This design comes from an exercise in tuning for small area and a short achievable clock period on the open sky130 flow, not from production work.
In this exercise RTL edits were held to simulation tests only and were not proved equivalent to the original.
Power and IR drop assume default switching activity.

## lagoon
Design init_cmd_store, start of the top module:
module init_cmd_store #(
  parameter int                DATA_W    = 24,
  parameter int                ADDR_W    = 6,
  parameter                    INIT_FILE = "adv7611.mif",
  parameter logic [DATA_W-1:0] END_CODE  = {DATA_W{1'b1}}
) (
  input  logic              clk,
  input  logic              rst,
  input  logic              host_we,
  input  logic [ADDR_W-1:0] host_addr,
  input  logic [DATA_W-1:0] host_wdata,
  output logic [DATA_W-1:0] host_rdata,
  input  logic              start,
  input  logic [ADDR_W-1:0] start_addr,
  input  logic              abort,
  output logic              busy,
  output logic              done,
  output logic [1:0]        status,
  output logic [ADDR_W:0]   count,
  output logic              m_valid,
  output logic [DATA_W-1:0] m_data,
  input  logic              m_ready
);
  localparam logic [1:0] S_IDLE  = 2'd0;
  localparam logic [1:0] S_RUN   = 2'd1;
  localparam logic [1:0] S_DRAIN = 2'd2;
  logic [1:0]        state_q, state_d;
  logic [63:0]       psel_q, psel_d;
  logic              pend_q, pend_d;
  logic              infl_q, infl_d;
  logic [1:0]        occ_q, occ_d;
  logic [DATA_W-1:0] slot0_q, slot0_d;
  logic [DATA_W-1:0] slot1_q, slot1_d;
  logic [ADDR_W:0]   count_q, count_d;
  init_store_pkg::status_e           status_q, status_d;
  logic              done_q, done_d;
  logic [DATA_W-1:0] mem_rd, ret_word;
  logic              pop, ret_valid, ret_end, push, issue, run;
  logic [1:0]        occ_next;
  logic [2:0]        credit;
  ram_sdp_init #(
    .DATA_W   (DATA_W),
    .ADDR_W   (ADDR_W),
    .INIT_FILE(INIT_FILE)
  ) u_ram (
    .clk      (clk),
    .rst      (rst),
    .a_we_i   (host_we),
    .a_addr_i (host_addr),
    .a_wdata_i(host_wdata),
    .a_rdata_o(host_rdata),
    .b_sel_i  (psel_q),
    .b_rdata_o(mem_rd)
  );
  always_comb begin
    run       = (state_q == S_RUN);
    pop       = (occ_q != 2'd0) && m_ready;
    ret_word  = occ_q[0] ? slot1_q : slot0_q;
    ret_valid = infl_q && run;
    ret_end   = ret_valid && (ret_word == END_CODE);
    push      = ret_valid && !ret_end;
    occ_next  = occ_q + {1'b0, push} - {1'b0, pop};
    credit    = {1'b0, occ_q} + {2'b00, infl_q} - {2'b00, pop};
    issue     = run && !pend_q && !ret_end && !abort && (credit < 3'd2);
  end
  always_comb begin
    state_d  = state_q;
    psel_d   = psel_q;
    pend_d   = pend_q;
    infl_d   = 1'b0;
  ...
For scale: roughly 3600 cells after synthesis, ~100 I/O pins.
clock: 4.0 ns
lec_check: 0
cap_margin: 20
core_margin: 2
core_utilization: 50
cts_cluster_diameter: 60
cts_cluster_size: 20
setup_slack_margin: 1.6
slew_margin: 20
synth_hierarchical: 1
synth_minimum_keep_size: 0
tns_end_percent: 3
standard.sh (not shown) runs the stock make flow with config.mk's settings and CLKGATE_MAP_FILE= SYNTH_SCRIPT=/design/flow/synth_recipe.tcl, a recipe that flattens the netlist after the stock synthesis.
==> flow/flow/run.sh <==
#!/bin/bash
# Standard ORFS layout, with the port buffers made as plain buf_4 cells
# instead of the delay-buffer cell buffer_ports picks by default.
set -euo pipefail
bash standard.sh BUFFER_PORTS_ARGS="-buffer_cell sky130_fd_sc_hd__buf_4" finish > standard.log 2>&1
lagoon finished every stage and its layout cleared the timing, design-rule and antenna checks.
Modified inputs, onyx compared to lagoon
diff --git a/flow/config.mk b/flow/config.mk
--- a/flow/config.mk
+++ b/flow/config.mk
@@ -11,7 +11,7 @@
 export CTS_CLUSTER_DIAMETER = 60
 export CTS_CLUSTER_SIZE = 20
-export SETUP_SLACK_MARGIN = 1.6
+export SETUP_SLACK_MARGIN = 1.2
 export SLEW_MARGIN = 20
 export SYNTH_HIERARCHICAL = 1
 export SYNTH_MINIMUM_KEEP_SIZE = 0
-export TNS_END_PERCENT = 3
+export TNS_END_PERCENT = 10
--- outcome ---
- Looking at lagoon and onyx, the routed wire length is a wash.
- Looking at area added between synthesis and finish across lagoon and onyx, the one that comes out higher is onyx.
- In the metrics for lagoon and onyx, the one carrying the higher share of power burned in the clock network is onyx.
- Cmp lagoon and onyx / largest net degree at the start of global routing / higher: lagoon
- Of lagoon and onyx, the run reporting the higher buffer and inverter count on the worst path was lagoon.
- When onyx is measured against lagoon, its total chip power turns out about 1% higher.
- Comparing onyx with lagoon, the global-route wire length before repair came out essentially unchanged.
What indigo does differently from onyx at the input level:
diff --git a/flow/config.mk b/flow/config.mk
--- a/flow/config.mk
+++ b/flow/config.mk
@@ -10,6 +10,6 @@
 export CORE_UTILIZATION = 50
 export CTS_CLUSTER_DIAMETER = 60
-export CTS_CLUSTER_SIZE = 20
-export SETUP_SLACK_MARGIN = 1.2
+export CTS_CLUSTER_SIZE = 24
+export SETUP_SLACK_MARGIN = 1.4
 export SLEW_MARGIN = 20
 export SYNTH_HIERARCHICAL = 1
Results
Delta (indigo minus onyx): count of multi-input combinational gates did not really move; worst setup slack went up; post-CTS setup buffer count went up; non-clock buffer area fraction after layout went up. indigo vs. onyx: worst slew margin relative to its limit shrank by 5.3 points; post-detailed-route wirelength per cell now larger. Diff onyx -> indigo: power -about 1.1%; worst vdd rail ir drop -2.3%.
Inputs modified between indigo and willow:
diff --git a/flow/config.mk b/flow/config.mk
--- a/flow/config.mk
+++ b/flow/config.mk
@@ -8,7 +8,8 @@
 export CAP_MARGIN = 20
 export CORE_MARGIN = 2
-export CORE_UTILIZATION = 50
+export CORE_UTILIZATION = 58
 export CTS_CLUSTER_DIAMETER = 60
-export CTS_CLUSTER_SIZE = 24
+export CTS_CLUSTER_SIZE = 20
+export PLACE_DENSITY = 0.68
 export SETUP_SLACK_MARGIN = 1.4
 export SLEW_MARGIN = 20
==> comparison <==
Total count of hold-check failures in the final report came out exactly the same in indigo and willow.
Of indigo and willow, the run reporting the lower switching share of power was willow.
Delta(net switching component of the power, willow - indigo) < 0
When willow is measured against indigo, its internal portion of total power turns out 0.77% lower.
## Diff of input files: xenon against willow
diff --git a/flow/config.mk b/flow/config.mk
--- a/flow/config.mk
+++ b/flow/config.mk
@@ -8,8 +8,7 @@
 export CAP_MARGIN = 20
 export CORE_MARGIN = 2
-export CORE_UTILIZATION = 58
+export CORE_UTILIZATION = 54
 export CTS_CLUSTER_DIAMETER = 60
 export CTS_CLUSTER_SIZE = 20
-export PLACE_DENSITY = 0.68
 export SETUP_SLACK_MARGIN = 1.4
 export SLEW_MARGIN = 20
Notes after the runs:
xenon: full flow OK, the timing, design-rule and antenna checks passed. Compared with willow, in xenon H-tree depth +1; number of optimization iterations in the first detailed-route pass -2. ~same global-route usage in willow and xenon. Proportion of cell area spent on the clock network: lower on willow. The total power of xenon exceeds that of willow by 2.8%. Area share of buffers outside the clock network ended up 1.0 points higher on xenon than on willow. Cell area | xenon vs willow | xenon larger. Comparing willow and xenon, the higher estimated wirelength of the detail-placed design was measured on xenon. Relative to willow, the aggregate routed wire length of xenon is higher by 7.3%. Looking only at standard cell core area, and setting everything else aside, the lower value of willow and xenon goes to willow.

-- re-timing with driven ports --
How much do the figures lean on ideal ports? The routed layouts below were timed once more, with nothing changed but the port constraints.
Step 1 assumes that a clkbuf_16 drives the clock port and a buf_2 every other input.
Step 2 also shifts input and output timing later by t, the mid clock arrival at the registers, as if the neighbouring blocks saw the same clock.
a / b / c = ideal / step 1 / step 2; a / b = the first two.
run | t (ns) | setup slack, ns | latest minus earliest clock arrival (ns) | slew at the worst register clock pin (ns) | worst slew at a driven data input, ns
lagoon | 0.858 | 0.926 / 0.928 / 0.070 | 0.045 / 0.044 | 0.09 / 0.09 | 0.18
onyx | 0.859 | 0.889 / 0.889 / 0.030 | 0.032 / 0.032 | 0.08 / 0.08 | 0.14
indigo | 0.887 | 1.017 / 0.972 / 0.084 | 0.051 / 0.051 | 0.09 / 0.09 | 0.15
willow | 0.836 | 0.898 / 0.871 / 0.035 | 0.036 / 0.036 | 0.09 / 0.09 | 0.30
xenon | 0.853 | 0.935 / 0.954 / 0.101 | 0.034 / 0.035 | 0.09 / 0.09 | 0.19
After both steps setup and hold are still met in every run listed. The setup slack of indigo, which loses most, moves by -0.045 ns with the drivers and by -0.933 ns with both steps.
